This design comes from an exercise in tuning for small area and few clock cycles per item on the open sky130 flow, not from production work.
Function was checked by simulation only, so behaviour that the tests miss may differ from the original.

==> flow/design.v, too long to show whole: its modules and the start of the top module <==
// module yuyv_to_rgb_converter_unit: 2381 lines
module yuyv_to_rgb_converter_unit (
    input  logic           i_clk,
    input  logic           i_rst_n,
    input  logic           i_yuyv_valid,
    output logic           o_yuyv_ready,
    input  logic [32:0]    i_yuyv_data,
    output logic           o_rgb_valid,
    input  logic           i_rgb_ready,
    output logic [48:0]    o_rgb_data
);
  // ...
==> flow/run.sh <==
#!/bin/bash
# synth_recipe.tcl (not shown) runs the flow's synth.tcl, then flattens the netlist and writes it again
# the make line also repeats each setting of config.mk as NAME=value (left out here)
make -C /OpenROAD-flow-scripts/flow DESIGN_CONFIG=/design/flow/config.mk WORK_HOME=/design/flow/orfs CLKGATE_MAP_FILE= SYNTH_SCRIPT=/design/flow/synth_recipe.tcl finish
==> flow/config.mk <==
export PLATFORM = sky130hd
export DESIGN_NAME = yuyv_to_rgb_converter_unit
export DESIGN_NICKNAME = yuyv_to_rgb_converter_unit
export VERILOG_FILES = /design/flow/design.v
export SDC_FILE = /design/flow/constraint.sdc
export NUM_CORES = 4
export LEC_CHECK = 0
export CAP_MARGIN = 20
export CORE_MARGIN = 2
export CORE_UTILIZATION = 40
export SLEW_MARGIN = 20
==> flow/constraint.sdc <==
create_clock -name core_clock -period 6.5 [get_ports {i_clk}]
set_input_delay 1.3000 -clock core_clock [delete_from_list [all_inputs] [get_ports {i_clk}]]
set_output_delay 1.3000 -clock core_clock [all_outputs]
set_load 0.01 [all_outputs]
==> flow_metrics.tcl, run 1 <==
set metrics [dict create \
    crit_chain "inv_1 -> fa_1 -> fa_1 -> inv_1 -> fa_1 -> inv_1 -> ha_1 -> o21a_1 -> o31ai_2 -> a21oi_2 -> nor2_1 -> fa_1 -> xnor2_2 -> ha_1 -> a2111oi_4 -> o211ai_1 -> a211o_1 -> a221o_1 -> a221o_1 -> a21oi_4 -> xnor2_4 -> o21a_1" \
    path_depth 22 \
    r2r-end "r_out[33]$_DFFE_PP_" \
    yosysSeqAreaShare_pct 21.0 \
    yosys_warnings 1 \
    place_area_mm2 0.0136 \
    ant_nets 0 \
    avgSynthCellArea_um2 10.0 \
    regArea_mm2 0.00250 \
    largest_reg_flops 49 \
    yosys_most_used_dff "edfxtp_1" \
    seq-cell-share_pct 17.8 \
    ys_top_cells_by_area "ha_1 26%, edfxtp_1 21%, fa_1 16%" \
    drive_gt1_share_pct 7.47 \
    initial_core_util_pct 40.4 \
    post_drt_wl_per_cell_um 18.4 \
    startpoint_type "register" \
    dr_wl_met3_um 1350 \
    final_util_pct 47.8 \
    outcome "no timing/DRC/antenna violations" \
    antennaDiodeCount 0 \
    rsz0062_at_grt "yes" \
    grt_pass1_vias 8941 \
    synth_commonest_cells "249 x ha_1, 207 x inv_1, 97 x fa_1" \
    crit_path_end "r_out[33]$_DFFE_PP_" \
    inverters 207 \
    grt_start_max_net_pins 59 \
    criticalPathCategory "reg2reg" \
    wl_met2_um 14500 \
    rows 63 \
    synthXorXnorAreaFrac_pct 7.06 \
    dp_slack_ns 0.00242 \
    path_delay_family "compound AO/OA/AOI/OAI gates" \
    period_minus_slack_ns 6.31 \
    synthMuxAreaShare_pct 0.0840 \
    drc 0 \
]
Testbench counts, summed over its fixed seeds: cycles 12,016, items 12,000.
==> run 2: changes to the inputs <==
==> flow/flow/run.sh (new file) <==
#!/bin/bash
# Standard layout, with the port buffers made from plain buffers
# (sky130_fd_sc_hd__buf_1) instead of the default delay buffer cell.
set -e
export BUFFER_PORTS_ARGS="-buffer_cell sky130_fd_sc_hd__buf_1"
bash standard.sh > standard.log 2>&1
==> flow/standard.sh (new file) <==
#!/bin/bash
# synth_recipe.tcl (not shown) runs the flow's synth.tcl, then flattens the netlist and writes it again
# the make line also repeats each setting of config.mk as NAME=value (left out here)
make -C /OpenROAD-flow-scripts/flow DESIGN_CONFIG=/design/flow/config.mk WORK_HOME=/design/flow/orfs CLKGATE_MAP_FILE= SYNTH_SCRIPT=/design/flow/synth_recipe.tcl "${@:-finish}"
--- a/flow/config.mk
+++ b/flow/config.mk
@@ -7,5 +7,5 @@
 export LEC_CHECK = 0
 export CAP_MARGIN = 20
 export CORE_MARGIN = 2
-export CORE_UTILIZATION = 40
+export CORE_UTILIZATION = 60
 export SLEW_MARGIN = 20
removed: flow/run.sh
==> flow_metrics.tcl, run 2 <==
set metrics [dict create \
    ios 88 \
    place_area_mm2 0.0128 \
    syn-num-nets 1574 \
    synth_top_area_share_pct 26.1 \
    crit_required_ns 6.62 \
    ys_async_sr_fraction_pct 0 \
    path_clk_slew_ns 0.07 \
    fin_cells 1601 \
    hold_path_class "reg2reg" \
    yosys_most_used_dff "edfxtp_1" \
    htreeDepth 3 \
    fin_area_mm2 0.0133 \
    grt_pass1_vias 8778 \
    drc 0 \
    timing.fmax_mhz 159 \
    regArea_mm2 0.00250 \
    synth-seq-cells 84 \
    period_minus_slack_ns 6.30 \
    path_delay_family "compound AO/OA/AOI/OAI gates" \
    vias 8894 \
    cts_tree "yes" \
    n_fill_cell 1612 \
    crit_fanout 8 \
    antennaDiodeCount 0 \
    maxCapViolCount 0 \
    port_buffers 87 \
    yosysSeqAreaShare_pct 21.0 \
    fin_crit_sh_pct 96.9 \
    worst_slew_pin_slew_ns 0.907 \
    drv_slew 0 \
    die_w_um 145 \
    clock-sinks 84 \
    synth_edf_count 82 \
    crit_chain "inv_1 -> fa_1 -> fa_1 -> inv_1 -> fa_1 -> inv_1 -> ha_1 -> o21a_1 -> o31ai_2 -> a21oi_2 -> nor2_1 -> fa_1 -> xnor2_2 -> ha_1 -> a2111oi_4 -> o211ai_1 -> a211o_1 -> a221o_1 -> a221o_1 -> a21oi_4 -> xnor2_4 -> o21a_1" \
    synth_cells 1191 \
    final_common_cell "ha_1" \
    die_h_um 145 \
    reg.largest.list "r_out x49, r_in x33" \
    startpoint_type "register" \
    cp_num_buf_inv 3 \
    max_flop_register "r_out" \
    syn_to_final_growth_pct 11.4 \
    gp_congestion 0.941 \
    drt_iter0_drc 405 \
    dr.pass1.iters 5 \
    worst_setup_path_end_kind "register" \
    post_drt_wl_per_cell_um 18.2 \
    yosysMostFrequentCell "ha_1" \
    initial_core_util_pct 61.2 \
    ant_nets 0 \
    hold_viol_final 0 \
    grt_use_total_pct 28.5 \
    multi_input_area_mm2 0.00872 \
    hpwl_um 25100 \
    outcome "no timing/DRC/antenna violations" \
    yosys_warnings 1 \
    cpPeakStageDelay_ns 0.53 \
    ys_top_cells_by_area "ha_1 26%, edfxtp_1 21%, fa_1 16%" \
    wl_um 29100 \
    grt_start_max_net_pins 61 \
    synth_commonest_cells "249 x ha_1, 207 x inv_1, 97 x fa_1" \
    postCtsHoldBufs 0 \
    clk_path_buf_depth 2 \
    grt_pass1_wl_um 46200 \
    drive_gt1_share_pct 6.51 \
    root_buffer "clkbuf_16" \
    relSlewSlack_pct 39.1 \
    skew_ns 0.0111 \
    largest_reg_flops 49 \
    cpMostUsedCell "fa_1" \
    core-area_mm2 0.0195 \
    layout.nets 1714 \
    rsz0062_at_grt "yes" \
    avgSynthCellArea_um2 10.0 \
    placed_cells 1577 \
    yosys.area.top_type "ha_1" \
    dieArea_mm2 0.0210 \
    slowest_stage "fa_1" \
    criticalPathCategory "reg2reg" \
    fin_tns_setup_ns 0 \
    syn_area_mm2 0.0119 \
    finalSetupViolCount 0 \
    insertion_delay_ns 0.36 \
    layout_common_cells "248 x ha_1, 205 x inv_1, 97 x fa_1, 87 x buf_1, 82 x edfxtp_1" \
    rows 51 \
    gr-total-overflow 0 \
    numCtsBuffers 9 \
    drt-vias-per-instance 5.56 \
    crit_arrival_ns 6.42 \
    grt_antenna_before_repair 0 \
    synth_cell_type_count 64 \
]
[run 2: cell counts after synthesis]
No cell type changed its count.
[run 2: kinds of logic after synthesis]
family	after synthesis	synth area share (%)
adders and majority gates	346	42.4
AOI/OAI and AO/OA	259	14.5
buffers and inverters	209	6.59
and+or+nand+nor	196	8.32
xor gates and xnor gates	96	7.06
DFF	84	21.0
muxes	1	0.0840
[run 2: metrics by stage]
| step | util (%) | worst slack (ns) | hold slack (ns) |
|---|---|---|---|
| after floorplan | - | 0.232 | 0.400 |
| after global placement | 66.0 | 0.159 | 0.405 |
| after detailed placement | 66.0 | 0.0764 | 0.418 |
| after CTS | 67.4 | 0.0552 | 0.435 |
| after global routing | 68.2 | -0.0438 | 0.449 |
| final | 68.2 | 0.200 | 0.432 |
[run 2: path summary, 6_finish.rpt]
path | start | endpoint | slack (ns) | depth (start not counted)
hold reg to reg | r_in[0]$_DFFE_PP_ | r_out[0]$_DFFE_PP_ | 0.43 | 0
setup reg to reg | r_in[19]$_DFFE_PP_ | r_out[38]$_DFFE_PP_ | 0.20 | 22
setup / recovery | r_in[19]$_DFFE_PP_ | r_out[38]$_DFFE_PP_ | 0.20 | 22
hold / removal | r_in[0]$_DFFE_PP_ | r_out[0]$_DFFE_PP_ | 0.43 | 0
[run 2: layout make-up]
cell class,instances,area share (%)
Multi-Input combinational cell,898,65.7
Sequential cell,84,18.9
Inverter,207,5.88
Timing Repair Buffer,131,4.95
Tap cell,265,2.50
Clock buffer,9,1.70
Clock inverter,7,0.424
[run 2: layer usage]
metal  vias up  global-route usage, %  wire length, um
met2       242                   47.3            13300
met3        54                   4.03             1440
met5         -                      0                0
met4         0                   10.2              992
li1       4453                      -                -
met1      4145                   38.4            13400
[run 2: timing repair]
item | in CTS | in global routing
gates resized for setup | 0 | 16
setup buffers | 0 | 8
setup endpoints to repair | 0 | 40
[run 2: worst register-to-register path, stage by stage (launching register included)]
cell       delay (ns)
edfxtp_1         0.47
inv_1            0.13
fa_1             0.44
fa_1             0.49
inv_1            0.05
fa_1             0.53
inv_1            0.06
ha_1             0.27
o21a_1           0.15
o31ai_2          0.09
a21oi_2          0.17
nor2_1           0.07
fa_1             0.40
xnor2_2          0.16
ha_1             0.33
a2111oi_4        0.34
o211ai_1         0.16
a211o_1          0.37
a221o_1          0.39
a221o_1          0.40
a21oi_4          0.22
xnor2_4          0.13
o21a_1           0.21
==> run 3: changes to the inputs <==
--- a/flow/config.mk
+++ b/flow/config.mk
@@ -7,5 +7,5 @@
 export LEC_CHECK = 0
 export CAP_MARGIN = 20
 export CORE_MARGIN = 2
-export CORE_UTILIZATION = 60
+export CORE_UTILIZATION = 40
 export SLEW_MARGIN = 20
==> flow_metrics.tcl, run 3 <==
set metrics [dict create \
    crit_required_ns 6.62 \
    vias 8984 \
    hpwl_um 27100 \
    layout_common_cells "249 x ha_1, 207 x inv_1, 97 x fa_1, 87 x buf_1, 82 x edfxtp_1" \
    yosys_warnings 1 \
    htreeDepth 3 \
    syn_area_mm2 0.0119 \
    crit_arrival_ns 6.37 \
    initial_core_util_pct 40.4 \
    ios 88 \
    yosysMostFrequentCell "ha_1" \
    port_buffers 87 \
    clock-sinks 84 \
    max_flop_register "r_out" \
    criticalPathCategory "reg2reg" \
    synth_cells 1191 \
    path_clk_slew_ns 0.07 \
    hold_viol_final 0 \
    drt-vias-per-instance 5.17 \
    dr.pass1.iters 5 \
    insertion_delay_ns 0.37 \
    cts_tree "yes" \
    rows 63 \
    yosysSeqAreaShare_pct 21.0 \
    fin_crit_sh_pct 96.1 \
    grt_pass1_vias 9036 \
    grt_antenna_before_repair 0 \
    gr-total-overflow 0 \
    place_area_mm2 0.0131 \
    dieArea_mm2 0.0312 \
    fin_hold_ws_ns 0.422 \
    drive_gt1_share_pct 7.34 \
    outcome "no timing/DRC/antenna violations" \
    post_drt_wl_per_cell_um 18.0 \
    worstHoldPathCells 0 \
    ff2ff_path_depth 25 \
    die_h_um 177 \
    root_buffer "clkbuf_16" \
    synth_edf_count 82 \
    reg.largest.list "r_out x49, r_in x33" \
    fin_area_mm2 0.0135 \
    timing.fmax_mhz 160 \
    period_minus_slack_ns 6.24 \
    clk_path_buf_depth 2 \
    drc 0 \
    postCtsHoldBufs 0 \
    wl_um 31300 \
    ant_nets 0 \
    grt_pass1_wl_um 49200 \
    core-area_mm2 0.0295 \
    drt_iter0_drc 391 \
    avgSynthCellArea_um2 10.0 \
    synth_cell_type_count 64 \
    final_common_cell "ha_1" \
    antennaDiodeCount 0 \
    worst_setup_path_end_kind "register" \
    rsz0062_at_grt "yes" \
    finalSetupViolCount 0 \
    die_w_um 177 \
    drv_slew 0 \
    synth_commonest_cells "249 x ha_1, 207 x inv_1, 97 x fa_1" \
    hold_path_class "reg2reg" \
    synth_top_area_share_pct 26.1 \
    crit_fanout 8 \
    worst_slew_pin_slew_ns 0.927 \
    syn-num-nets 1574 \
    numCtsBuffers 9 \
    ys_async_sr_fraction_pct 0 \
    largest_reg_flops 49 \
    ys_top_cells_by_area "ha_1 26%, edfxtp_1 21%, fa_1 16%" \
    skew_ns 0.0102 \
    startpoint_type "register" \
    maxCapViolCount 0 \
    syn_to_final_growth_pct 13.4 \
    yosys_most_used_dff "edfxtp_1" \
    relSlewSlack_pct 37.7 \
    synth-seq-cells 84 \
    layout.nets 1726 \
    gp_congestion 0.923 \
    grt_start_max_net_pins 63 \
    yosys.area.top_type "ha_1" \
    grt_use_total_pct 20.8 \
]
## run 3: final timing paths
kind | start | endpoint | slack (ns)
worst max-delay path | r_in[17]$_DFFE_PP_ | r_out[35]$_DFFE_PP_ | 0.26
worst min-delay path | r_in[0]$_DFFE_PP_ | r_out[0]$_DFFE_PP_ | 0.42
worst max register to register | r_in[17]$_DFFE_PP_ | r_out[35]$_DFFE_PP_ | 0.26
worst min register to register | r_in[0]$_DFFE_PP_ | r_out[0]$_DFFE_PP_ | 0.42
## run 3: final cells by class
class / count / area, um^2
well taps: 390 / 488
clock inverters: 6 / 47.5
repair buffers: 143 / 747
multi-input cells: 898 / 8720
clock buffers: 10 / 239
fillers: 2879 / 16000
inverters: 207 / 777
flip-flops and latches: 84 / 2500
## run 3: cell families (layout without fill, tap and decap cells)
group	after synthesis	count (layout)	share of synthesized area [%]
AND/OR/NAND/NOR	196	196	8.32
multiplexers	1	1	0.0840
XOR/XNOR	96	96	7.06
flip-flops	84	84	21.0
buffers and inverters	209	366	6.59
AO/OA/AOI/OAI	259	259	14.5
adder cells (fa/ha/maj)	346	346	42.4
## run 3: metal layers
layer	wire (um)	global-route usage, %	vias to the layer above
met5	0	0	-
met4	798	6.71	0
met3	1340	3.08	40
met2	14600	34.6	190
met1	14600	27.9	4303
li1	-	-	4451
## run 3: worst max-delay path, cell delays in order, from the launching register on
cell and delay (ns):
edfxtp_1 0.34, inv_1 0.08, fa_1 0.55, inv_1 0.06
fa_1 0.47, inv_1 0.05, fa_1 0.45, ha_1 0.28
nor2b_1 0.15, o31ai_2 0.27, a21oi_2 0.12, o21ai_0 0.16
nand2b_1 0.09, a21oi_2 0.18, nor2b_1 0.06, nor2_1 0.12
xnor2_1 0.12, ha_1 0.24, a2111oi_4 0.36, o211ai_1 0.21
a211o_1 0.35, a221o_1 0.34, a221o_1 0.38, a21oi_2 0.20
xnor2_2 0.15, o21a_1 0.22
## run 3: what timing repair did
action | CTS | global route
buffers inserted | 0 | 5
setup endpoints to repair | 0 | 39
resized for setup | 0 | 15
## run 3: stage by stage
step | utilization (%) | cells | setup TNS [ns] | worst slack, ns
after global routing | 45.9 | 1738 | -0.0319 | -0.0192
after floorplan | - | 1191 | 0 | 0.232
after global placement | 44.5 | 1717 | 0 | 0.103
after CTS | 45.5 | 1733 | 0 | 0.0152
after detailed placement | 44.5 | 1717 | 0 | 0.0319
final | 45.9 | 1738 | 0 | 0.256
==> run 4: changes to the inputs <==
--- a/flow/config.mk
+++ b/flow/config.mk
@@ -7,5 +7,7 @@
 export LEC_CHECK = 0
 export CAP_MARGIN = 20
 export CORE_MARGIN = 2
-export CORE_UTILIZATION = 40
+export CORE_UTILIZATION = 60
+export CTS_BUF_LIST = sky130_fd_sc_hd__clkbuf_8
+export CTS_CLUSTER_SIZE = 30
 export SLEW_MARGIN = 20
==> flow_metrics.tcl, run 4 <==
set metrics [dict create \
    outcome "no timing/DRC/antenna violations" \
    clock-sinks 84 \
    period_minus_slack_ns 6.26 \
    ys_top_cells_by_area "ha_1 26%, edfxtp_1 21%, fa_1 16%" \
    final_common_cell "ha_1" \
    htreeDepth 3 \
    cts_tree "yes" \
    layout_common_cells "247 x ha_1, 205 x inv_1, 97 x fa_1, 87 x buf_1, 82 x edfxtp_1" \
    criticalPathCategory "reg2reg" \
    worst_setup_path_end_kind "register" \
    ys_async_sr_fraction_pct 0 \
    startpoint_type "register" \
    synth_cells 1191 \
    gp_congestion 0.941 \
    yosysSeqAreaShare_pct 21.0 \
    avgSynthCellArea_um2 10.0 \
    crit_fanout 8 \
    use_met3_pct 3.27 \
    root_buffer "clkbuf_8" \
    crit_chain "inv_2 -> fa_1 -> fa_1 -> inv_1 -> fa_1 -> inv_1 -> ha_1 -> o21a_1 -> o31ai_4 -> a21oi_2 -> nor2_1 -> fa_1 -> xnor2_2 -> ha_4 -> a2111oi_4 -> o211ai_1 -> a211o_1 -> a221o_1 -> a221o_1 -> a21oi_4 -> xnor2_4 -> o21a_1" \
    hold_start "r_in[0]$_DFFE_PP_" \
    worstHoldPathCells 0 \
    worst_slew_pin_slew_ns 0.937 \
    synth-seq-cells 84 \
    fin_crit_sh_pct 96.4 \
    rows 51 \
    core-area_mm2 0.0195 \
    yosys_warnings 1 \
    cpMostUsedCell "fa_1" \
    place_area_mm2 0.0128 \
    synth_commonest_cells "249 x ha_1, 207 x inv_1, 97 x fa_1" \
    post_drt_wl_per_cell_um 18.2 \
    grt_pass1_wl_um 46400 \
    max_flop_register "r_out" \
    grt-busiest-layer "met2" \
    hpwl_um 25100 \
    drc 0 \
    fin_ws_ns 0.235 \
    yosys.area.top_type "ha_1" \
    port_buffers 87 \
    drt_iter0_drc 441 \
    hold_end "r_out[0]$_DFFE_PP_" \
    cpPeakStageDelay_ns 0.52 \
    drive_gt1_share_pct 6.66 \
    wl_um 29100 \
    yosysMostFrequentCell "ha_1" \
    relSlewSlack_pct 37.1 \
    reg.largest.list "r_out x49, r_in x33" \
    grt_start_max_net_pins 61 \
    numCtsBuffers 9 \
    hold_viol_final 0 \
    insertion_delay_ns 0.39 \
    cp_num_buf_inv 3 \
    syn_to_final_growth_pct 10.8 \
    crit_required_ns 6.64 \
    fin_hold_ws_ns 0.438 \
    timing.fmax_mhz 160 \
    yosys_most_used_dff "edfxtp_1" \
    syn_area_mm2 0.0119 \
    path_delay_family "compound AO/OA/AOI/OAI gates" \
    syn-num-nets 1574 \
    r2r_start "r_in[19]$_DFFE_PP_" \
    grt_use_total_pct 28.5 \
    grt_use_met2_pct 47.6 \
    clk_path_buf_depth 2 \
    crit_arrival_ns 6.41 \
    drv_slew 0 \
    dieArea_mm2 0.0210 \
    initial_core_util_pct 61.2 \
    hold_path_class "reg2reg" \
    die_w_um 145 \
    skew_ns 0.0182 \
    maxCapViolCount 0 \
    synth_top_area_share_pct 26.1 \
    slowest_stage "fa_1" \
    grt_pass1_vias 8770 \
    die_h_um 145 \
    path_clk_slew_ns 0.10 \
    r2r_slack_ns 0.24 \
    layout.nets 1714 \
    drt-vias-per-instance 5.57 \
    largest_reg_flops 49 \
    ff2ff_path_depth 22 \
    finalSetupViolCount 0 \
    vias 8920 \
    synth_cell_type_count 64 \
    dp_slack_ns 0.0764 \
    met1_usage_pct 39.2 \
    ios 88 \
    dr.pass1.iters 7 \
    ant_nets 0 \
    gr-total-overflow 0 \
    antennaDiodeCount 0 \
    grt_antenna_before_repair 0 \
    r2r-end "r_out[38]$_DFFE_PP_" \
    synth_edf_count 82 \
    fin_area_mm2 0.0132 \
    final_util_pct 67.9 \
]
==> run 4: cell types whose count changed in the layout (fill, tap and decap cells not counted), sizes merged <==
cell      delta
clkbuf       -1
buf         -12
inv          +2
clkinvlp     +1
clkinv       -2
==> run 4: cell type report <==
cell class	instances	area (um^2)
tap	265	332
clock inverter	7	56.3
multi-input combinational	898	8760
fill	1607	6260
sequential	84	2500
timing repair buffer	131	657
inverter	207	777
clock buffer	9	124
==> run 4: per-layer routing <==
layer  vias up  part of all wire [%]
li1       4456                     -
met5         -                     0
met2       255                    46
met3        41                   4.6
met1      4168                    46
met4         0                   2.7
==> run 4: per-stage QoR <==
stage | std cells | TNS (ns)
3_3_place_gp | 1577 | 0
6_report | 1601 | 0
4_1_cts | 1593 | 0
2_1_floorplan | 1191 | 0
5_1_grt | 1601 | -0.383
3_5_place_dp | 1577 | 0
==> run 4: timing repair <==
item,CTS,global route
hold buffers,0,0
setup endpoints to repair,0,40
setup buffers,0,8
gates resized for setup,0,21
==> run 4: worst max path at each step <==
stage	startpoint	endpoint	slack (ns)	cells after the start
2_1_floorplan	r_in[23]$_DFFE_PP_	r_out[33]$_DFFE_PP_	0.23	25
3_3_place_gp	r_in[19]$_DFFE_PP_	r_out[40]$_DFFE_PP_	0.16	24
3_5_place_dp	r_in[19]$_DFFE_PP_	r_out[40]$_DFFE_PP_	0.08	24
4_1_cts	r_in[19]$_DFFE_PP_	r_out[38]$_DFFE_PP_	0.06	24
5_1_grt	r_in[19]$_DFFE_PP_	r_out[35]$_DFFE_PP_	-0.06	25
6_report	r_in[19]$_DFFE_PP_	r_out[38]$_DFFE_PP_	0.24	22
==> run 4: logic make-up (layout without fill, tap and decap cells) <==
family | after synthesis | count (layout) | share of synthesized area, %
xor+xnor | 96 | 96 | 7.06
fa+ha+maj | 346 | 346 | 42.4
flops | 84 | 84 | 21.0
buf+inv | 209 | 354 | 6.59
mux | 1 | 1 | 0.0840
simple gates | 196 | 196 | 8.32
compound gates | 259 | 259 | 14.5
==> run 5: changes to the inputs <==
--- a/flow/config.mk
+++ b/flow/config.mk
@@ -7,7 +7,7 @@
 export LEC_CHECK = 0
 export CAP_MARGIN = 20
 export CORE_MARGIN = 2
-export CORE_UTILIZATION = 60
+export CORE_UTILIZATION = 70
 export CTS_BUF_LIST = sky130_fd_sc_hd__clkbuf_8
 export CTS_CLUSTER_SIZE = 30
 export SLEW_MARGIN = 20
==> flow_metrics.tcl, run 5 <==
set metrics [dict create \
    gr-total-overflow 0 \
    crit_arrival_ns 6.41 \
    synth_cell_type_count 64 \
    ios 88 \
    ant_nets 0 \
    hold_path_class "reg2reg" \
    criticalPathCategory "reg2reg" \
    worst_slew_pin_slew_ns 0.981 \
    placed_cells 1528 \
    syn_to_final_growth_pct 10.0 \
    gp_congestion 1.00 \
    synth_cells 1191 \
    grt_start_max_net_pins 53 \
    antennaDiodeCount 0 \
    htreeDepth 3 \
    avgSynthCellArea_um2 10.0 \
    clk_path_buf_depth 2 \
    drt_iter0_drc 674 \
    largest_reg_flops 49 \
    grt_use_total_pct 33.9 \
    numCtsBuffers 9 \
    drv_slew 0 \
    maxCapViolCount 0 \
    hold_viol_final 0 \
    cts_tree "yes" \
    startpoint_type "register" \
    insertion_delay_ns 0.39 \
    postCtsHoldBufs 0 \
    skew_ns 0.0217 \
    synth-seq-cells 84 \
    ys_top_cells_by_area "ha_1 26%, edfxtp_1 21%, fa_1 16%" \
    syn_area_mm2 0.0119 \
    clock-sinks 84 \
    rows 47 \
    wl_um 29600 \
    timing.fmax_mhz 160 \
    layout_common_cells "246 x ha_1, 204 x inv_1, 96 x fa_1, 87 x buf_1, 82 x edfxtp_1" \
    fin_hold_ws_ns 0.433 \
    outcome "no timing/DRC/antenna violations" \
    dieArea_mm2 0.0181 \
    grt_antenna_before_repair 0 \
    die_w_um 134 \
    grt_pass1_vias 9203 \
    vias 9249 \
    die_h_um 134 \
    reg.largest.list "r_out x49, r_in x33" \
    root_buffer "clkbuf_8" \
    finalSetupViolCount 0 \
    period_minus_slack_ns 6.26 \
    dr.pass1.iters 6 \
    crit_fanout 8 \
    max_flop_register "r_out" \
    synth_top_area_share_pct 26.1 \
    core-area_mm2 0.0166 \
    fin_cells 1550 \
    fin_ws_ns 0.244 \
    path_clk_slew_ns 0.10 \
    drt-vias-per-instance 5.97 \
    yosysSeqAreaShare_pct 21.0 \
    ys_async_sr_fraction_pct 0 \
    crit_required_ns 6.65 \
    yosys.area.top_type "ha_1" \
    dp_slack_ns -0.0216 \
    drc 0 \
    post_drt_wl_per_cell_um 19.1 \
    final_common_cell "ha_1" \
    yosysMostFrequentCell "ha_1" \
    initial_core_util_pct 71.9 \
    n_fill_cell 1157 \
    r2r_slack_ns 0.24 \
    yosys_most_used_dff "edfxtp_1" \
    relSlewSlack_pct 34.1 \
    yosys_warnings 1 \
    synth_edf_count 82 \
    worst_setup_path_end_kind "register" \
    layout.nets 1708 \
    synth_commonest_cells "249 x ha_1, 207 x inv_1, 97 x fa_1" \
    fin_crit_sh_pct 96.2 \
    port_buffers 87 \
    grt_pass1_wl_um 46500 \
    hpwl_um 25000 \
    drive_gt1_share_pct 6.69 \
    fin_tns_setup_ns 0 \
    syn-num-nets 1574 \
]
==> run 5: cell counts after synthesis <==
Identical to the previous run, type by type.
==> run 5: what timing repair did <==
action	in CTS	in global routing
gates resized for setup	1	25
buffers inserted	0	6
cloned	0	0
endpoints found under the setup margin	8	34
pin swaps	0	10
==> run 5: cells by family after synthesis <==
| logic type | share of synthesized area (%) |
|---|---|
| buf+inv | 6.59 |
| simple gates | 8.32 |
| xor+xnor | 7.06 |
| compound gates | 14.5 |
| fa+ha+maj | 42.4 |
| flops | 21.0 |
| mux | 0.0840 |
==> run 5: final timing paths <==
check	start	to	cells after the start
max	r_in[19]$_DFFE_PP_	r_out[40]$_DFFE_PP_	22
min	r_in[0]$_DFFE_PP_	r_out[0]$_DFFE_PP_	0
max reg2reg	r_in[19]$_DFFE_PP_	r_out[40]$_DFFE_PP_	22
min reg2reg	r_in[0]$_DFFE_PP_	r_out[0]$_DFFE_PP_	0
==> run 5: final cells by class <==
class / count / area, um^2 / area share, %
clock inverters: 7 / 51.3 / 0.391
repair buffers: 125 / 612 / 4.67
multi-input cells: 898 / 8770 / 66.9
flip-flops and latches: 84 / 2500 / 19.1
inverters: 207 / 777 / 5.93
clock buffers: 9 / 124 / 0.945
well taps: 220 / 275 / 2.10
==> run 5: metal layers <==
layer  vias up  part of all wire [%]  GRT usage (%)
met1      4357                    42           44.1
met2       372                    47           55.8
met4         0                   4.8           16.3
met5         -                     0              0
li1       4432                     -              -
met3        88                   6.8           5.14
==> run 5: critical path, cell delays in order (launching register included) <==
cell       delay (ns)
edfxtp_1         0.48
inv_2            0.12
fa_1             0.44
fa_1             0.51
inv_1            0.05
fa_1             0.53
inv_1            0.06
ha_1             0.27
o21a_1           0.17
o31ai_4          0.11
a21oi_2          0.22
nor2_2           0.06
fa_2             0.52
inv_1            0.07
ha_2             0.19
a2111oi_4        0.35
o211ai_1         0.17
a211o_1          0.36
a221o_1          0.38
a221o_1          0.41
a21oi_4          0.22
xnor2_4          0.12
o21a_1           0.20
==> run 5: stage by stage <==
stage          cell area (um^2)  utilization (%)
4_1_cts                   12900             78.0
3_5_place_dp              12800             76.9
3_3_place_gp              12800             76.9
2_1_floorplan             11900                -
6_report                  13100             79.1
5_1_grt                   13100             79.1
==> run 6: changes to the inputs <==
--- a/flow/config.mk
+++ b/flow/config.mk
@@ -10,4 +10,6 @@
 export CORE_UTILIZATION = 70
 export CTS_BUF_LIST = sky130_fd_sc_hd__clkbuf_8
 export CTS_CLUSTER_SIZE = 30
+export GPL_ROUTABILITY_DRIVEN = 0
+export GPL_TIMING_DRIVEN = 0
 export SLEW_MARGIN = 20
==> flow_metrics.tcl, run 6 <==
set metrics [dict create \
    yosys_warnings 1 \
    hold_path_class "reg2reg" \
    synth_top_area_share_pct 26.1 \
    ff2ff_path_depth 23 \
    vias 9217 \
    layout_common_cells "245 x ha_1, 199 x inv_1, 96 x fa_1, 87 x buf_1, 82 x edfxtp_1" \
    r2r-end "r_out[33]$_DFFE_PP_" \
    crit_arrival_ns 6.55 \
    dr.pass1.iters 5 \
    grt_use_met2_pct 55.3 \
    crit_fanout 8 \
    drc 0 \
    ys_async_sr_fraction_pct 0 \
    met1_usage_pct 43.8 \
    fin_area_mm2 0.0133 \
    timing.fmax_mhz 156 \
    drt-vias-per-instance 5.94 \
    antennaDiodeCount 0 \
    fin_crit_sh_pct 98.5 \
    hold_end "r_out[0]$_DFFE_PP_" \
    syn_area_mm2 0.0119 \
    grt-busiest-layer "met2" \
    worst_setup_path_end_kind "register" \
    die_h_um 134 \
    grt_start_max_net_pins 62 \
    startpoint_type "register" \
    insertion_delay_ns 0.39 \
    clock-sinks 84 \
    numCtsBuffers 9 \
    wl_um 29200 \
    ant_nets 0 \
    r2r_start "r_in[8]$_DFFE_PP_" \
    maxCapViolCount 0 \
    yosysMostFrequentCell "ha_1" \
    synth_commonest_cells "249 x ha_1, 207 x inv_1, 97 x fa_1" \
    syn_to_final_growth_pct 11.3 \
    reg.largest.list "r_out x49, r_in x33" \
    worstHoldPathCells 0 \
    postCtsHoldBufs 0 \
    syn-num-nets 1574 \
    largest_reg_flops 49 \
    synth-seq-cells 84 \
    final_util_pct 80.0 \
    crit_required_ns 6.64 \
    dieArea_mm2 0.0181 \
    max_flop_register "r_out" \
    drv_slew 0 \
    yosysSeqAreaShare_pct 21.0 \
    gr-total-overflow 0 \
    final_common_cell "ha_1" \
    rsz0062_at_grt "yes" \
    place_area_mm2 0.0126 \
    criticalPathCategory "reg2reg" \
    finalSetupViolCount 0 \
    grt_antenna_before_repair 0 \
    synth_cell_type_count 64 \
    clk_path_buf_depth 2 \
    period_minus_slack_ns 6.41 \
    core-area_mm2 0.0166 \
    hold_start "r_in[0]$_DFFE_PP_" \
    placed_cells 1499 \
    relSlewSlack_pct 33.2 \
    fin_cells 1552 \
    grt_use_total_pct 33.0 \
    hold_viol_final 0 \
    yosys_most_used_dff "edfxtp_1" \
    use_met3_pct 4.50 \
    root_buffer "clkbuf_8" \
    r2r_slack_ns 0.09 \
    ys_top_cells_by_area "ha_1 26%, edfxtp_1 21%, fa_1 16%" \
    htreeDepth 3 \
    drt_iter0_drc 626 \
    ios 88 \
    skew_ns 0.0230 \
    drive_gt1_share_pct 7.73 \
    path_clk_slew_ns 0.11 \
    yosys.area.top_type "ha_1" \
    hpwl_um 23800 \
    rows 47 \
    layout.nets 1710 \
    synth_cells 1191 \
    grt_pass1_vias 8958 \
    n_fill_cell 1117 \
    initial_core_util_pct 71.9 \
    port_buffers 87 \
    post_drt_wl_per_cell_um 18.8 \
    worst_slew_pin_slew_ns 0.995 \
    outcome "no timing/DRC/antenna violations" \
    die_w_um 134 \
    synth_edf_count 82 \
    avgSynthCellArea_um2 10.0 \
    grt_pass1_wl_um 45500 \
    cts_tree "yes" \
]
-- run 6: cell counts after synthesis --
No cell type changed its count.
-- run 6: timing repair --
item,CTS,global route
pin swaps,2,18
resized for setup,14,26
setup buffers,15,22
endpoints found under the setup margin,34,48
-- run 6: per-stage QoR --
step	setup WS [ns]	setup TNS [ns]	hold WS, ns
floorplan	0.232	0	0.400
global placement	-0.614	-9.43	0.403
detailed placement	-0.718	-12.03	0.409
CTS	0.00184	0	0.433
global route	-0.118	-0.897	0.452
finish	0.0948	0	0.431
-- run 6: cell type report --
cell class | count | area (um^2) | share of cell area, %
plain buffers | 2 | 8.76 | 0.0661
clock buffers | 9 | 124 | 0.934
clock inverters | 7 | 105 | 0.793
inverters | 207 | 795 | 5.99
multi-input cells | 898 | 8820 | 66.5
flip-flops and latches | 84 | 2500 | 18.9
well taps | 220 | 275 | 2.08
repair buffers | 125 | 632 | 4.77
-- run 6: how the worst max path moves through the flow --
stage	from	depth (start not counted)	slack [ns]	end
finish	r_in[8]$_DFFE_PP_	23	0.09	r_out[33]$_DFFE_PP_
global route	r_in[8]$_DFFE_PP_	23	-0.12	r_out[33]$_DFFE_PP_
CTS	r_in[19]$_DFFE_PP_	25	0.002	r_out[35]$_DFFE_PP_
detailed placement	r_in[6]$_DFFE_PP_	25	-0.72	r_out[35]$_DFFE_PP_
global placement	r_in[6]$_DFFE_PP_	25	-0.61	r_out[35]$_DFFE_PP_
floorplan	r_in[23]$_DFFE_PP_	25	0.23	r_out[33]$_DFFE_PP_
-- run 6: routing by layer --
metal	up-vias	wire length (um)
met2	311	14000
li1	4435	-
met4	0	1030
met5	-	0
met3	65	1580
met1	4406	12600
-- run 6: logic make-up after synthesis --
logic type,after synthesis,share of synthesized area (%)
adder cells (fa/ha/maj),346,42.4
XOR/XNOR,96,7.06
buffers and inverters,209,6.59
flip-flops,84,21.0
multiplexers,1,0.0840
AND/OR/NAND/NOR,196,8.32
AO/OA/AOI/OAI,259,14.5
-- run 6: worst max-delay path, stage by stage (launching register included) --
cell and delay, ns:
edfxtp_1 0.37, buf_4 0.13, clkinvlp_4 0.13, fa_1 0.50, fa_1 0.49, inv_1 0.06, fa_1 0.54, inv_1 0.06
ha_1 0.27, o21a_1 0.13, o31ai_2 0.09, a21oi_2 0.21, nor2_1 0.08, fa_2 0.36, xnor2_2 0.21, ha_4 0.25
a2111oi_4 0.32, o211ai_1 0.21, a211o_1 0.38, a221o_1 0.38, a221o_1 0.43, a21oi_4 0.22, xnor2_4 0.14, o21a_1 0.20

==> what the ideal ports hide <==
The results above use ideal ports. As a check the final layouts listed here were re-extracted and re-timed, cells and wires unchanged.
Step 1 (the two cells are an assumption about what drives the block):
set clk [get_ports {i_clk}]
set_driving_cell -lib_cell sky130_fd_sc_hd__clkbuf_16 $clk
set_driving_cell -lib_cell sky130_fd_sc_hd__buf_2 [delete_from_list [all_inputs] $clk]
Step 2 adds t to the input delays and takes it off the output delays; t is the mean of the earliest and latest rising clock arrival at the registers after step 1. Input paths then give back, and output paths get back, about the clock's delay inside the block.
Slacks: ideal / step 1 / step 2; pairs: ideal / step 1.
run | shift t [ns] | setup WS [ns] | hold WS [ns] | latest minus earliest clock arrival (ns) | worst slew at a driven data input, ns
run 1 | 0.417 | 0.189 / 0.189 / 0.189 | 0.429 / 0.429 / 0.429 | 0.013 / 0.013 | 0.04
run 2 | 0.400 | 0.200 / 0.200 / 0.200 | 0.432 / 0.432 / 0.432 | 0.012 / 0.011 | 0.03
run 3 | 0.415 | 0.256 / 0.256 / 0.256 | 0.422 / 0.422 / 0.422 | 0.011 / 0.010 | 0.03
run 4 | 0.421 | 0.235 / 0.235 / 0.235 | 0.438 / 0.438 / 0.438 | 0.018 / 0.018 | 0.03
run 5 | 0.424 | 0.244 / 0.244 / 0.244 | 0.433 / 0.433 / 0.433 | 0.022 / 0.023 | 0.04
run 6 | 0.422 | 0.095 / 0.095 / 0.095 | 0.431 / 0.431 / 0.431 | 0.025 / 0.024 | 0.03
After both steps setup and hold are still met in every run listed.
